What follows belongs to an exercise in optimizing a design on an open flow for a short achievable clock period, few clock cycles per item and low power; a production flow would make more cautious choices.
At most, simulation tests tie the RTL to the original design; equivalence was not proved.
Power is estimated from default activity; no workload was simulated.

==> wip/quartz: inputs <==
## fp_mul_pipe
module fp_mul_pipe (
   input  logic        clk,
   input  logic        rst,
   input  logic        in_valid,
   output logic        in_ready,
   input  logic [31:0] op1,
   input  logic [31:0] op2,
   output logic        out_valid,
   input  logic        out_ready,
   output logic [31:0] res,
   output logic [3:0]  flags
);
   logic        en;         
   logic        v0, v1, v2;
   logic [1:0]  sk_n;       
   logic        sk_full;
   logic [35:0] sk1, sk2;
   logic        deliver, arrive, take;
   logic        s0_sign;
   logic [1:0]  s0_spec;
   logic [8:0]  s0_esum;     
   logic [22:0] s0_fa;
   logic [11:0] s0_one, s0_two;
   logic [10:0] s0_neg;
   logic [11:0] enc_one, enc_two;
   logic [10:0] enc_neg;
   logic        s1_sign;
   logic [1:0]  s1_spec;
   logic [9:0]  s1_esum;
   logic [47:0] s1_x, s1_y;
   logic        s2_sign;
   logic [1:0]  s2_spec;
   logic [9:0]  s2_esum;
   logic [25:0] s2_ph;
   logic        s2_st;
   logic [23:0] ma, mb;
   logic [24:0] bx;
   logic [11:0] b_one, b_two;
   logic [10:0] b_neg;
   logic [47:0] cs_x, cs_y;
   logic [1:0]  spec;
   logic        z1, z2, i1, i2, n1, n2;
   logic [21:0] zt;
   logic        c22;
   logic [25:0] ph;
   logic ag0;
   logic ap0;
   logic ag1;
   logic ap1;
   logic ag2;
   logic ap2;
   logic ag3;
   logic ap3;
   logic ag4;
   logic ap4;
   logic ag5;
   logic ap5;
   logic ag6;
   logic ap6;
   logic ag7;
  ...
export LEC_CHECK = 0
export CAP_MARGIN = 20
export CORE_MARGIN = 2
export CORE_UTILIZATION = 40
export CTS_BUF_LIST = sky130_fd_sc_hd__clkbuf_8
export CTS_CLUSTER_DIAMETER = 60
export CTS_CLUSTER_SIZE = 20
export SLEW_MARGIN = 20
create_clock -name core_clock -period 10.0 [get_ports {clk}]
standard.sh (not shown) runs the stock make flow with config.mk's settings and CLKGATE_MAP_FILE= SYNTH_SCRIPT=/design/flow/synth_recipe.tcl, a recipe that flattens the netlist after the stock synthesis.
==> flow/flow/run.sh <==
#!/bin/bash
set -euo pipefail
bash standard.sh SETUP_SLACK_MARGIN=6.3 finish > orfs_make.log 2>&1
==> wip/lagoon: changes against wip/quartz <==
==> flow/flow/run.sh (replaced) <==
#!/bin/bash
set -euo pipefail
bash standard.sh SETUP_SLACK_MARGIN=6.6 finish > orfs_make.log 2>&1
==> results.txt <==
============================================================================
Outcome ....................................................... complete, no violations
Critical Path Max Stage Delay .................................      0.59 ns
Filler Cell Count .............................................         5658
Power Internal ................................................      5.39 mW
Crit. path cell count .........................................           12
Final Power ...................................................      9.44 mW
Logic pwr share ...............................................        0.594
Proportion of layout cells with a drive suffix above 1 ........        0.278
Final Net Count ...............................................         3133
Data arrival time of the critical path ........................      4.10 ns
Achievable Freq ...............................................      267 MHz
Area growth syn-to-layout .....................................        25.0%
Met3 routing resource usage after global routing ..............       0.0535
Register share of the cell area ...............................        0.282
Share of the clock period used by the worst path after layout .        0.374
Clock insertion delay at the later pin of the skew report .....      0.65 ns
Start point of the critical path ..............................    s0_one[6]
Core utilization of the finished layout .......................        0.507
Wire per inst .................................................      22.9 um
============================================================================
-- figures above: wip/lagoon

==> results.txt <==
============================================================================
Outcome ....................................................... complete, no violations
Logic pwr share ...............................................        0.578
Start point of the critical path ..............................    s0_neg[2]
Proportion of layout cells with a drive suffix above 1 ........        0.168
Power Internal ................................................      5.20 mW
Final Net Count ...............................................         3030
Wire per inst .................................................      21.6 um
Critical Path Max Stage Delay .................................      0.58 ns
Core utilization of the finished layout .......................        0.482
Achievable Freq ...............................................      266 MHz
Share of the clock period used by the worst path after layout .        0.376
============================================================================
-- figures above: wip/quartz

No run of this note included a check of the RTL's function; only the layout flow was run.

---

==> v34: inputs <==
Another version of the RTL of fp_mul_pipe (not shown whole).
Settings: LEC_CHECK=0, CAP_MARGIN=20, CORE_MARGIN=2, CORE_UTILIZATION=40, CTS_BUF_LIST=sky130_fd_sc_hd__clkbuf_8, CTS_CLUSTER_DIAMETER=60, CTS_CLUSTER_SIZE=20, SLEW_MARGIN=20; clock period 10.0 ns.
==> flow/flow/run.sh <==
#!/bin/bash
set -euo pipefail
bash standard.sh SETUP_SLACK_MARGIN=6.0 finish > orfs_make.log 2>&1
==> v14 (differences from v34) <==
--- a/flow/config.mk
+++ b/flow/config.mk
@@ -8,7 +8,7 @@
 export CAP_MARGIN = 20
 export CORE_MARGIN = 2
 export CORE_UTILIZATION = 40
-export CTS_BUF_LIST = sky130_fd_sc_hd__clkbuf_8
-export CTS_CLUSTER_DIAMETER = 60
-export CTS_CLUSTER_SIZE = 20
+export CTS_BUF_LIST = sky130_fd_sc_hd__clkbuf_4 sky130_fd_sc_hd__clkbuf_8
+export CTS_CLUSTER_DIAMETER = 50
+export CTS_CLUSTER_SIZE = 15
 export SLEW_MARGIN = 20
==> results.txt <==
- Final cell count: v14 is larger than v34 (0.49%).
- Against v14, the first-iteration DRC count of v34 is larger by about 4%.
- Synthesized area is the same in v14 and v34.
- Against v34, the global-route usage of v14 is higher by 0.077 points.
- Die area is the same in v14 and v34.
==> figures <==
Critical Path End: v34 s1_y[23]; v14 s1_y[21]
Global Route met2 Usage: v34 32.48%; v14 32.40%
Layout fillers: v34 6219; v14 6179
Outcome: v34 finished clean; v14 finished clean
GR Util met3: v34 4.456%; v14 4.437%
Worst R2R Start: v34 s0_fa[8]; v14 s0_fa[15]
Crit path setup slack, layout: v34 6.086 ns; v14 6.088 ns
Non-clock buffers: v34 167; v14 164
Sequential group share of total power: v34 31.9%; v14 31.1%
Worst skew pair latency: v34 0.64 ns; v14 0.65 ns
Number of vias in the routed layout: v34 19060; v14 19060
Sequential logic power: v34 2.85 mW; v14 2.86 mW
No run of this note included a check of the RTL's function; only the layout flow was run.

---

==> trial 3: inputs <==
Another version of the RTL of fp_mul_pipe (not shown whole).
export LEC_CHECK = 0
export CAP_MARGIN = 20
export CORE_MARGIN = 2
export CORE_UTILIZATION = 40
export CTS_BUF_LIST = sky130_fd_sc_hd__clkbuf_8
export CTS_CLUSTER_DIAMETER = 60
export CTS_CLUSTER_SIZE = 20
export SLEW_MARGIN = 20
export SYNTH_HIERARCHICAL = 1
create_clock -name core_clock -period 10.0 [get_ports {clk}]
==> flow/flow/run.sh <==
#!/bin/bash
set -euo pipefail
bash standard.sh SETUP_SLACK_MARGIN=6.1 finish > orfs_make.log 2>&1
==> inputs of trial 78, as changes to trial 3 <==
--- a/flow/design.v
+++ b/flow/design.v
@@ -14,13 +14,13 @@
       fp_prod_w = 2 * man_w + 2;
    endfunction
 endpackage
 module fp_round_pack (
    input  logic        sign,
    input  logic [1:0]  spec,    
-   input  logic [8:0]  esum,    
+   input  logic [9:0]  esum,    
    input  logic [25:0] ph,      
    input  logic        st,      
    output logic [31:0] res,
    output logic [3:0]  flags
 );
    logic        p47;
@@ -66,21 +66,21 @@
       end
    endgenerate
    assign ch   = rh & (&fh);
    assign cl   = rl & (&fl);
    assign cry  = p47 ? ch : cl;
    assign frac = p47 ? (fh ^ ({23{rh}} & ah)) : (fl ^ ({23{rl}} & al));
-   assign e0 = esum[7:0] ^ 8'h80;
-   assign e1 = (esum[7:0] ^ a1) ^ 8'h80;
-   assign e2 = (esum[7:0] ^ a2) ^ 8'h80;
-   assign ovf_k[0] = esum[8] && (esum[7] || (&esum[6:0]));
-   assign ovf_k[1] = esum[8] && (esum[7] || (&esum[6:1]));
-   assign ovf_k[2] = esum[8] && (esum[7] || ((&esum[6:2]) && (esum[1] || esum[0])));
-   assign unf_k[0] = !esum[8] && (!esum[7] || (esum[6:0] == 7'd0));
-   assign unf_k[1] = !esum[8] && !esum[7];
-   assign unf_k[2] = !esum[8] && !esum[7] && !(&esum[6:0]);
+   assign e0 = esum[7:0];
+   assign e1 = esum[7:0] ^ a1;
+   assign e2 = esum[7:0] ^ a2;
+   assign ovf_k[0] = !esum[9] && (esum[8] || (&esum[7:0]));
+   assign ovf_k[1] = !esum[9] && (esum[8] || (&esum[7:1]));
+   assign ovf_k[2] = !esum[9] && (esum[8] || ((&esum[7:2]) && (esum[1] || esum[0])));
+   assign unf_k[0] = esum[9] || (esum == 10'd0);
+   assign unf_k[1] = esum[9];
+   assign unf_k[2] = esum[9] && !(&esum[8:0]);
    always_comb begin
       if (p47 && cry) begin
          exp8 = e2;
          ovf  = ovf_k[2];
          unf  = unf_k[2];
       end else if (p47 || cry) begin
@@ -126,32 +126,30 @@
    output logic [3:0]  flags
 );
    logic        en;         
    logic        v0, v1, v2;
    logic [1:0]  sk_n;       
    logic        sk_full;
-   logic [32:0] sk1, sk2;     
-   logic [3:0]  sk1_flags;
+   logic [35:0] sk1, sk2;
    logic        deliver, arrive, take;
-   logic        sn0, sn1, sn2, ld1, ld2;
    logic        s0_sign;
    logic [1:0]  s0_spec;
    logic [8:0]  s0_esum;     
    logic [22:0] s0_fa;
    logic [11:0] s0_one, s0_two;
    logic [10:0] s0_neg;
    logic [11:0] enc_one, enc_two;
    logic [10:0] enc_neg;
    logic        s1_sign;
    logic [1:0]  s1_spec;
-   logic [8:0]  s1_esum;
+   logic [9:0]  s1_esum;
    logic [47:11] s1_x, s1_y;
    logic        s1_lc, s1_lz;
    logic        s2_sign;
    logic [1:0]  s2_spec;
-   logic [8:0]  s2_esum;     
+   logic [9:0]  s2_esum;
    logic [25:0] s2_ph;
    logic        s2_st;
    logic [23:0] ma, mb;
    logic [24:0] bx;
    logic [11:0] b_one, b_two;
    logic [10:0] b_neg;
@@ -2038,13 +2036,13 @@
    assign lo_zt[10] = ~((cs_x[10] ^ cs_y[10]) ^ (cs_x[9] | cs_y[9]));
    assign lo_z = &lo_zt;
    always_ff @(posedge clk) begin
       if (en) begin
          s1_sign <= s0_sign;
          s1_spec <= s0_spec;
-         s1_esum <= s0_esum;
+         s1_esum <= {1'b0, s0_esum} - 10'd127;
          s1_x    <= cs_x[47:11];
          s1_y    <= cs_y[47:11];
          s1_lc   <= lo_c;
          s1_lz   <= lo_z;
       end
    end
@@ -2275,13 +2273,13 @@
    assign ph[24] = ap46 ^ (ug22 | (up22 & c22));
    assign ph[25] = ap47 ^ (ug41 | (up41 & c22));
    always_ff @(posedge clk) begin
       if (en) begin
          s2_sign <= s1_sign;
          s2_spec <= s1_spec;
-         s2_esum <= s1_esum + 9'd1;
+         s2_esum <= s1_esum;
          s2_ph   <= ph;
          s2_st   <= ~(s1_lz & (&zt));
       end
    end
    fp_round_pack u_round_pack (
       .sign  (s2_sign),
@@ -2317,25 +2315,23 @@
             default: sk_n <= sk_n;
          endcase
          sk_full  <= (sk_n == 2'd2 && !take) || (sk_n == 2'd1 && !take && arrive);
          in_ready <= (sk_n == 2'd0 && (take || !arrive)) || (sk_n == 2'd1 && take && !arrive);
       end
    end
-   assign sk1_flags = {(&sk1[30:23]) && (|sk1[22:0]),
-                       (&sk1[30:23]) && !(|sk1[22:0]) && sk1[32],
-                       !(|sk1[30:23]) && sk1[32],
-                       sk1[32]};
-   assign sn0     = (sk_n == 2'd0);
-   assign sn1     = (sk_n == 2'd1);
-   assign sn2     = (sk_n == 2'd2);
-   assign ld1     = out_ready ? !sn0 : (out_valid ? (arrive && sn0) : !sn0);
-   assign ld2     = !out_ready && out_valid && arrive && sn1;
    always_ff @(posedge clk) begin
-      if (take) {flags, res} <= sn0 ? {rp_flags, rp_res} : {sk1_flags, sk1[31:0]};
-      if (ld1)  sk1 <= sn2 ? sk2 : {rp_flags[0], rp_res};
-      if (ld2)  sk2 <= {rp_flags[0], rp_res};
+      if (take) begin
+         if (sk_n != 2'd0) {flags, res} <= sk1;
+         else              {flags, res} <= {rp_flags, rp_res};
+      end
+      if (take && sk_n != 2'd0) begin
+         sk1 <= (sk_n == 2'd2) ? sk2 : {rp_flags, rp_res};
+      end else if (arrive && !take) begin
+         if (sk_n == 2'd0) sk1 <= {rp_flags, rp_res};
+         else              sk2 <= {rp_flags, rp_res};
+      end
    end
 endmodule
 module fp_fa (
    input  logic a,
    input  logic b,
    input  logic c,
==> flow/flow/run.sh (replaced) <==
#!/bin/bash
set -euo pipefail
bash standard.sh SETUP_SLACK_MARGIN=6.45 finish > orfs_make.log 2>&1
==> inputs of build 66, as changes to trial 3 <==
--- a/flow/design.v
+++ b/flow/design.v
@@ -14,13 +14,13 @@
       fp_prod_w = 2 * man_w + 2;
    endfunction
 endpackage
 module fp_round_pack (
    input  logic        sign,
    input  logic [1:0]  spec,    
-   input  logic [8:0]  esum,    
+   input  logic [9:0]  esum,    
    input  logic [25:0] ph,      
    input  logic        st,      
    output logic [31:0] res,
    output logic [3:0]  flags
 );
    logic        p47;
@@ -66,21 +66,21 @@
       end
    endgenerate
    assign ch   = rh & (&fh);
    assign cl   = rl & (&fl);
    assign cry  = p47 ? ch : cl;
    assign frac = p47 ? (fh ^ ({23{rh}} & ah)) : (fl ^ ({23{rl}} & al));
-   assign e0 = esum[7:0] ^ 8'h80;
-   assign e1 = (esum[7:0] ^ a1) ^ 8'h80;
-   assign e2 = (esum[7:0] ^ a2) ^ 8'h80;
-   assign ovf_k[0] = esum[8] && (esum[7] || (&esum[6:0]));
-   assign ovf_k[1] = esum[8] && (esum[7] || (&esum[6:1]));
-   assign ovf_k[2] = esum[8] && (esum[7] || ((&esum[6:2]) && (esum[1] || esum[0])));
-   assign unf_k[0] = !esum[8] && (!esum[7] || (esum[6:0] == 7'd0));
-   assign unf_k[1] = !esum[8] && !esum[7];
-   assign unf_k[2] = !esum[8] && !esum[7] && !(&esum[6:0]);
+   assign e0 = esum[7:0];
+   assign e1 = esum[7:0] ^ a1;
+   assign e2 = esum[7:0] ^ a2;
+   assign ovf_k[0] = !esum[9] && (esum[8] || (&esum[7:0]));
+   assign ovf_k[1] = !esum[9] && (esum[8] || (&esum[7:1]));
+   assign ovf_k[2] = !esum[9] && (esum[8] || ((&esum[7:2]) && (esum[1] || esum[0])));
+   assign unf_k[0] = esum[9] || (esum == 10'd0);
+   assign unf_k[1] = esum[9];
+   assign unf_k[2] = esum[9] && !(&esum[8:0]);
    always_comb begin
       if (p47 && cry) begin
          exp8 = e2;
          ovf  = ovf_k[2];
          unf  = unf_k[2];
       end else if (p47 || cry) begin
@@ -126,32 +126,30 @@
    output logic [3:0]  flags
 );
    logic        en;         
    logic        v0, v1, v2;
    logic [1:0]  sk_n;       
    logic        sk_full;
-   logic [32:0] sk1, sk2;     
-   logic [3:0]  sk1_flags;
+   logic [35:0] sk1, sk2;
    logic        deliver, arrive, take;
-   logic        sn0, sn1, sn2, ld1, ld2;
    logic        s0_sign;
    logic [1:0]  s0_spec;
    logic [8:0]  s0_esum;     
    logic [22:0] s0_fa;
    logic [11:0] s0_one, s0_two;
    logic [10:0] s0_neg;
    logic [11:0] enc_one, enc_two;
    logic [10:0] enc_neg;
    logic        s1_sign;
    logic [1:0]  s1_spec;
-   logic [8:0]  s1_esum;
+   logic [9:0]  s1_esum;
    logic [47:11] s1_x, s1_y;
    logic        s1_lc, s1_lz;
    logic        s2_sign;
    logic [1:0]  s2_spec;
-   logic [8:0]  s2_esum;     
+   logic [9:0]  s2_esum;
    logic [25:0] s2_ph;
    logic        s2_st;
    logic [23:0] ma, mb;
    logic [24:0] bx;
    logic [11:0] b_one, b_two;
    logic [10:0] b_neg;
@@ -2038,13 +2036,13 @@
    assign lo_zt[10] = ~((cs_x[10] ^ cs_y[10]) ^ (cs_x[9] | cs_y[9]));
    assign lo_z = &lo_zt;
    always_ff @(posedge clk) begin
       if (en) begin
          s1_sign <= s0_sign;
          s1_spec <= s0_spec;
-         s1_esum <= s0_esum;
+         s1_esum <= {1'b0, s0_esum} - 10'd127;
          s1_x    <= cs_x[47:11];
          s1_y    <= cs_y[47:11];
          s1_lc   <= lo_c;
          s1_lz   <= lo_z;
       end
    end
@@ -2275,13 +2273,13 @@
    assign ph[24] = ap46 ^ (ug22 | (up22 & c22));
    assign ph[25] = ap47 ^ (ug41 | (up41 & c22));
    always_ff @(posedge clk) begin
       if (en) begin
          s2_sign <= s1_sign;
          s2_spec <= s1_spec;
-         s2_esum <= s1_esum + 9'd1;
+         s2_esum <= s1_esum;
          s2_ph   <= ph;
          s2_st   <= ~(s1_lz & (&zt));
       end
    end
    fp_round_pack u_round_pack (
       .sign  (s2_sign),
@@ -2317,25 +2315,23 @@
             default: sk_n <= sk_n;
          endcase
          sk_full  <= (sk_n == 2'd2 && !take) || (sk_n == 2'd1 && !take && arrive);
          in_ready <= (sk_n == 2'd0 && (take || !arrive)) || (sk_n == 2'd1 && take && !arrive);
       end
    end
-   assign sk1_flags = {(&sk1[30:23]) && (|sk1[22:0]),
-                       (&sk1[30:23]) && !(|sk1[22:0]) && sk1[32],
-                       !(|sk1[30:23]) && sk1[32],
-                       sk1[32]};
-   assign sn0     = (sk_n == 2'd0);
-   assign sn1     = (sk_n == 2'd1);
-   assign sn2     = (sk_n == 2'd2);
-   assign ld1     = out_ready ? !sn0 : (out_valid ? (arrive && sn0) : !sn0);
-   assign ld2     = !out_ready && out_valid && arrive && sn1;
    always_ff @(posedge clk) begin
-      if (take) {flags, res} <= sn0 ? {rp_flags, rp_res} : {sk1_flags, sk1[31:0]};
-      if (ld1)  sk1 <= sn2 ? sk2 : {rp_flags[0], rp_res};
-      if (ld2)  sk2 <= {rp_flags[0], rp_res};
+      if (take) begin
+         if (sk_n != 2'd0) {flags, res} <= sk1;
+         else              {flags, res} <= {rp_flags, rp_res};
+      end
+      if (take && sk_n != 2'd0) begin
+         sk1 <= (sk_n == 2'd2) ? sk2 : {rp_flags, rp_res};
+      end else if (arrive && !take) begin
+         if (sk_n == 2'd0) sk1 <= {rp_flags, rp_res};
+         else              sk2 <= {rp_flags, rp_res};
+      end
    end
 endmodule
 module fp_fa (
    input  logic a,
    input  logic b,
    input  logic c,
==> flow/flow/run.sh (replaced) <==
#!/bin/bash
set -euo pipefail
bash standard.sh SETUP_SLACK_MARGIN=6.3 finish > orfs_make.log 2>&1
==> flow/config.mk (replaced) <==
export PLATFORM = sky130hd
export DESIGN_NAME = fp_mul_pipe
export DESIGN_NICKNAME = fp_mul_pipe
export VERILOG_FILES = /design/flow/design.v
export SDC_FILE = /design/flow/constraint.sdc
export NUM_CORES = 4
export LEC_CHECK = 0
export CAP_MARGIN = 20
export CORE_MARGIN = 2
export CORE_UTILIZATION = 50
export CTS_BUF_LIST = sky130_fd_sc_hd__clkbuf_8
export CTS_CLUSTER_DIAMETER = 60
export CTS_CLUSTER_SIZE = 20
export SLEW_MARGIN = 20
export SYNTH_HIERARCHICAL = 1
==> results.txt <==
item	build 66	trial 78	trial 3
Portion of total power attributed to sequential cells	0.294	0.297	0.307
Initial antenna violation count	1	3	2
Met3 usage	0.0463	0.0420	0.0333
Drt total wl	68,700 um	71,100 um	63,000 um
Post-synthesis compound-gate area fraction	0.132	0.132	0.137
Leakage Power	11.1 nW	11.4 nW	10.3 nW
Result of the run	no timing/DRC/antenna violations	no timing/DRC/antenna violations	no timing/DRC/antenna violations
Power of the combinational group	5.38 mW	5.41 mW	4.96 mW
Sum of met2 wire segment lengths after detailed routing	31,500 um	32,700 um	29,400 um
Worst Setup Slack, final	6.28 ns	6.33 ns	6.22 ns
Number of cells in the design after placement	2,837	3,005	2,995
Async S/R FF share, synth	0.0254	0.0254	0.0261
Fraction of standard cell area in multi-input logic	0.540	0.544	0.558
Cells after Synth	2,169	2,169	2,165
Worst setup path category	reg -> reg	in -> reg	reg -> reg
Global-route wire length before repair	100,000 um	110,000 um	101,000 um
Endpoint of the most critical register-to-register path	s1_y[34]	s1_y[24]	s1_y[30]
Finished Cell Area	29,700 um^2	30,800 um^2	27,800 um^2
Vert. Die Dim	230 um	257 um	254 um
Count of sequential standard cells	315	315	307
Post-Layout Cell Count	2,937	3,128	3,053
Measured slew at the worst slew-check pin	1.01 ns	1.09 ns	1.06 ns
Final HPWL DP	43,100 um	43,900 um	42,800 um
Testbench counts of trial 3, summed over its fixed seeds: cycles 32,032, items 32,000.
Testbench counts of trial 78, summed over its fixed seeds: cycles 32,032, items 32,000.
Testbench counts of build 66, summed over its fixed seeds: cycles 32,032, items 32,000.

-- what the ideal ports hide --
No port has a modelled driver above. Below, the same layouts with a new extraction and two added sets of constraints. Step 1, drivers: a clkbuf_16 drives clk and a buf_2 each remaining input, both assumed. Step 2 times the ports against the registers' clock, not the clock port: input delays grow and output delays shrink by t, the midpoint of the rising clock arrivals with the driver on. Slacks: no drivers / after step 1 / after step 2; pairs: no drivers / after step 1.
run	shift t [ns]	setup WS [ns]	hold slack, ns	latest minus earliest clock arrival (ns)
wip/quartz	0.688	6.239 / 6.239 / 5.749	0.423 / 0.423 / 0.423	0.064 / 0.064
wip/lagoon	0.682	6.256 / 6.256 / 5.950	0.413 / 0.413 / 0.413	0.064 / 0.064
v34	0.675	6.086 / 6.086 / 5.495	0.408 / 0.408 / 0.408	0.051 / 0.050
v14	0.688	6.088 / 6.088 / 5.472	0.406 / 0.406 / 0.406	0.053 / 0.053
trial 3	0.721	6.219 / 6.219 / 5.651	0.416 / 0.416 / 0.416	0.098 / 0.099
trial 78	0.715	6.333 / 6.335 / 5.649	0.422 / 0.422 / 0.422	0.098 / 0.099
build 66	0.722	6.285 / 6.285 / 5.638	0.412 / 0.412 / 0.412	0.057 / 0.057
After both steps setup and hold are still met in every run listed. For trial 78, which loses most, drivers alone change the setup slack by +0.002 ns; drivers and shift together by -0.684 ns.
